What follows belongs to an exercise in optimizing a design on an open flow for small area, a short achievable clock period and few clock cycles per item; a production flow would make more cautious choices. Function was not checked in any run shown here: the RTL went through the layout flow alone.

## flow/design.v (module list and top-level ports; edited modules follow where they fit)
// module float_mul_pipe: 1374 lines
// module fmul_pfx_gp: 7 lines
// module fmul_pfx_g: 6 lines
// module fmul_and2: 6 lines
module float_mul_pipe #(
  parameter int E_BIT = 8,
  parameter int F_BIT = 23,
  parameter int TAG_W = 4
) (
  input  logic                 clk,
  input  logic                 rst,
  input  logic                 in_valid,
  output logic                 in_ready,
  input  logic [E_BIT+F_BIT:0] in_a,
  input  logic [E_BIT+F_BIT:0] in_b,
  input  logic [TAG_W-1:0]     in_tag,
  output logic                 out_valid,
  input  logic                 out_ready,
  output logic [E_BIT+F_BIT:0] out_p,
  output logic [TAG_W-1:0]     out_tag,
  output logic [3:0]           out_flags
);
  // ...
==> flow/run.sh <==
#!/bin/bash
# synth_recipe.tcl (not shown) runs the flow's synth.tcl, then flattens the netlist and writes it again
# the make line also repeats each setting of config.mk as NAME=value (left out here)
make -C /OpenROAD-flow-scripts/flow DESIGN_CONFIG=/design/flow/config.mk WORK_HOME=/design/flow/orfs CLKGATE_MAP_FILE= SYNTH_SCRIPT=/design/flow/synth_recipe.tcl finish
==> flow/config.mk <==
export PLATFORM = sky130hd
export DESIGN_NAME = float_mul_pipe
export DESIGN_NICKNAME = float_mul_pipe
export VERILOG_FILES = /design/flow/design.v
export SDC_FILE = /design/flow/constraint.sdc
export NUM_CORES = 4
export LEC_CHECK = 0
export CAP_MARGIN = 20
export CORE_MARGIN = 2
export CORE_UTILIZATION = 60
export SETUP_SLACK_MARGIN = 3.5
export SLEW_MARGIN = 20
export SYNTH_HIERARCHICAL = 1
export SYNTH_MINIMUM_KEEP_SIZE = 0
==> flow/constraint.sdc <==
create_clock -name core_clock -period 8.0 [get_ports {clk}]
set_input_delay 1.6000 -clock core_clock [delete_from_list [all_inputs] [get_ports {clk}]]
set_output_delay 1.6000 -clock core_clock [all_outputs]
set_load 0.01 [all_outputs]
==> summary.txt, run 1 <==
Synth Area in XOR/XNOR 0.121; worst path required time 8.41 ns; critical path class reg -> reg; Synth top cells by count edfxtp_1 (272), a22oi_1 (264), fa_1 (259); Reg area around 8300 µm²; setup_tns 0 ns; Avg Synthesized Cell Area between 10 and 15 µm²; DIE AREA about 46000 µm²; GR Layer Usage met2 0.498; Worst-Skew Late Latency roughly 0.59 ns; Inserted Clock Buffers 30; most frequent CP cell and2_4; initial antenna violation count 1; placed cell area 28200 µm²; WL met2 approximately 33000 µm; warnings from Yosys 8; post-synth cell types between 60 and 70; Seq area share 0.273; fmax roughly 200 MHz; largest class multi-input combinational cells; root buffer cell clkbuf_16; CTS resizes between 70 and 80; crit path capture type register; worst hold slack about 0.42 ns; final setup violation count 0; post-route ant nets 0; Synth Register Bits 277; wire length of the first global-routing pass 115000 µm; run status finished clean; Port-buffer cells around 110; Max stage delay on crit path ~0.42 ns; clk buf depth 3
==> inputs of run 2 (changes only) <==
--- a/flow/config.mk
+++ b/flow/config.mk
@@ -10,3 +10,2 @@
 export CORE_UTILIZATION = 60
-export SETUP_SLACK_MARGIN = 3.5
 export SLEW_MARGIN = 20
==> run 2 against run 1 <==
  * Worst setup slack worse by 1.6 ns
  * Critical endpoint is now r_p[13]
  * Sequential cell count is the same
  * Clock-buffer cell count down 7
  * Highest routed layer is now met5
  * Critical path depth unchanged
  * Synthesized cell count unchanged
  * Cell count fell by 2.3%
==> summary.txt, run 2 <==
Mapped Nets about 2900; Post-Place Cells ~3100; cts hold-fix bufs 0; largest registers r1_s x48, r1_c x47; sequential share of the synthesized area 0.314; max reg flops 48; crit-path max FO 46; share of cells above drive strength 1 0.0595; leading cell types in the layout, fill and taps excluded edfxtp_1 (272), a22oi_1 (264), fa_1 (259); worst path required time 8.42 ns (about the same); site row count 76; most common cell after layout, fill and taps aside edfxtp_1; starting DRC count in detailed routing roughly 2300; Clock Skew 0.0232 ns; fmax 151 MHz (-24%); largest net degree at the start of global routing between 100 and 150; Final Hold Fails 0; wire length of the first global-routing pass 110000 µm (-3.6%); HP Class reg -> reg; global-route usage over all layers 0.306; number of clock sinks roughly 280; max_slew headroom 0.183; post-route ant nets 0 (unchanged); die height 214 µm; Post-CTS Setup Bufs 0; worst hold slack 0.420 ns (+0.00173 ns); Worst-Skew Late Latency 0.60 ns (about the same); Synth Register Bits 277 (unchanged); area grow syn2layout 10.1%; Die W around 210 µm; nets approximately 3000; Inserted Clock Buffers 30 (unchanged); drt pass-1 iters 6; Synth top cells by count edfxtp_1 (272), a22oi_1 (264), fa_1 (259); global route overflow 0; share of the synthesized area in the top cell type 0.309; startpoint class of the critical path register; fill cell count about 3300; synthesized area 26500 µm²; Routed WL 70100 µm; Initial Utilization 0.611; Via-to-Cell Ratio 6.25; fin crit period roughly 6.6 ns; Post-synth EDFFs about 270; routed length per placed instance roughly 23 µm; synth top area cells edfxtp_1 (31%), fa_1 (20%), xnor2_1 (8.4%); largest register by flop count r1_s; CTS tree yes; run status finished clean; Slew Limit Fails 0; asr flop ratio synth 0.0181; Finished Layout Cells around 3100; leading area contributor after synthesis edfxtp_1; count leader, synth edfxtp_1; RSZ-0062 raised after global routing no; final setup violation count 0 (unchanged); pre-CTS setup slack 1.41 ns; warnings from Yosys 8 (unchanged); Synth Instances ~2500; Worst-path clk slew ~0.060 ns; total core area ~43000 µm²; actual slew at the worst max-slew pin 1.23 ns; vias in the first global route 20048; Max-Cap Viols 0; Port-buffer cells 113 (unchanged); root buffer cell clkbuf_16; clk buf depth 3 (unchanged); hpwl dp between 40000 and 50000 µm; endpoint arrival time on the critical path a little over 7 ns; drt drc 0; Worst Slack Setup Final 1.36 ns; initial antenna violation count 1 (unchanged); I/O Pins 114; Primary FF master, synth edfxtp_1; Vias ~19000; Avg Synthesized Cell Area 10.7 µm² (unchanged); setup_tns 0 ns (unchanged); fin crit share 0.830; CTS resizes 0 (-100%); crit path capture type register; critical path class reg -> reg; # H-tree levels 1; post-synth cell types 66 (unchanged); DIE AREA 45800 µm² (unchanged); GPL Wtd Cong approximately 0.90
-- run 2: path summary, 6_finish.rpt --
path | start | slack [ns] | cells past startpoint | end
setup / recovery | r1_c[15] | 1.36 | 24 | r_p[13]
hold / removal | r0_ex[1] | 0.42 | 0 | r1_ex[1]
setup reg to reg | r1_c[15] | 1.36 | 24 | r_p[13]
hold reg to reg | r0_ex[1] | 0.42 | 0 | r1_ex[1]
max in group asynchronous | rst | 6.55 | 2 | r_rdy
min in group asynchronous | rst | 1.21 | 2 | r_sv
-- run 2: modules after synthesis, one instance, submodules excluded --
module          flip-flops and latches  cells  cell area, µm²
fmul_and2                            0      1            6.26
fmul_pfx_gp                          0      2            13.8
fmul_pfx_g                           0      1            7.51
float_mul_pipe                     277   2261           25000
-- run 2: layer usage --
layer / part of all wire / GRT usage / wire (µm)
met1: 0.41 / 0.423 / 28500
met2: 0.44 / 0.471 / 30800
met3: 0.12 / 0.0781 / 8370
met4: 0.033 / 0.105 / 2320
met5: 0.00017 / 0 / 12
-- run 2: per-stage QoR --
step | util | cell area [µm²]
after floorplan | - | 26500
after global placement | 0.648 | 28000
after detailed placement | 0.648 | 28000
after CTS | 0.672 | 29100
after global routing | 0.673 | 29100
final | 0.673 | 29100
-- run 2: kinds of logic after synthesis --
kind of cell             Yosys count  synth area share
AO/OA/AOI/OAI                    594             0.160
AND/OR/NAND/NOR                  420            0.0836
other                              1          0.000142
adder cells (fa/ha/maj)          381             0.254
flip-flops                       277             0.314
buffers and inverters            425            0.0620
multiplexers                      13           0.00582
XOR/XNOR                         366             0.121
-- run 2: critical path, cell delays in order (launching register included) --
cell      delay, ns
edfxtp_1       0.37
ha_1           0.30
and2_1         0.14
and2_1         0.14
and2_1         0.14
a21o_1         0.36
a21o_1         0.55
a21o_1         0.20
xor2_1         0.32
and2_1         0.18
and2_1         0.18
and2_1         0.13
and2_1         0.28
and2_1         0.17
nand2_1        0.05
o21ai_0        0.53
ha_1           0.59
nand2b_1       0.23
nor2_1         0.05
o21a_1         0.11
a41oi_1        0.24
nand3_2        0.30
nand3b_1       0.28
buf_4          0.30
o31ai_1        0.30
-- run 2: area by class of cell --
| class | instances | area, µm² | area share |
|---|---|---|---|
| Sequential cell | 277 | 8300 | 0.285 |
| Clock inverter | 21 | 250 | 0.00860 |
| Antenna cell | 1 | 2.50 | 0.0000860 |
| Timing Repair Buffer | 174 | 1620 | 0.0555 |
| Inverter | 241 | 912 | 0.0313 |
| Tap cell | 585 | 732 | 0.0251 |
| Multi-Input combinational cell | 1775 | 16500 | 0.568 |
| Clock buffer | 34 | 766 | 0.0263 |

## port drivers added, routing unchanged
The results above use ideal ports. As a check the final layouts listed here were re-extracted and re-timed, cells and wires unchanged. Step 1, drivers: a clkbuf_16 drives clk and a buf_2 each remaining input, both assumed. Step 2 moves the port delays by t, midway between the first and last clock arrival at a register: inputs arrive t later, outputs are due t later. That takes back most of the time a late clock gives input paths. a / b / c = no drivers / after step 1 / after step 2; a / b = the first two.
| run | shift t [ns] | slack for setup (ns) | latest minus earliest clock arrival (ns) | slew at the worst register clock pin (ns) |
|---|---|---|---|---|
| run 1 | 0.635 | 2.967 / 2.967 / 2.967 | 0.024 / 0.024 | 0.07 / 0.07 |
| run 2 | 0.645 | 1.362 / 1.362 / 1.362 | 0.023 / 0.024 | 0.07 / 0.07 |
After both steps every run listed still meets setup and hold.
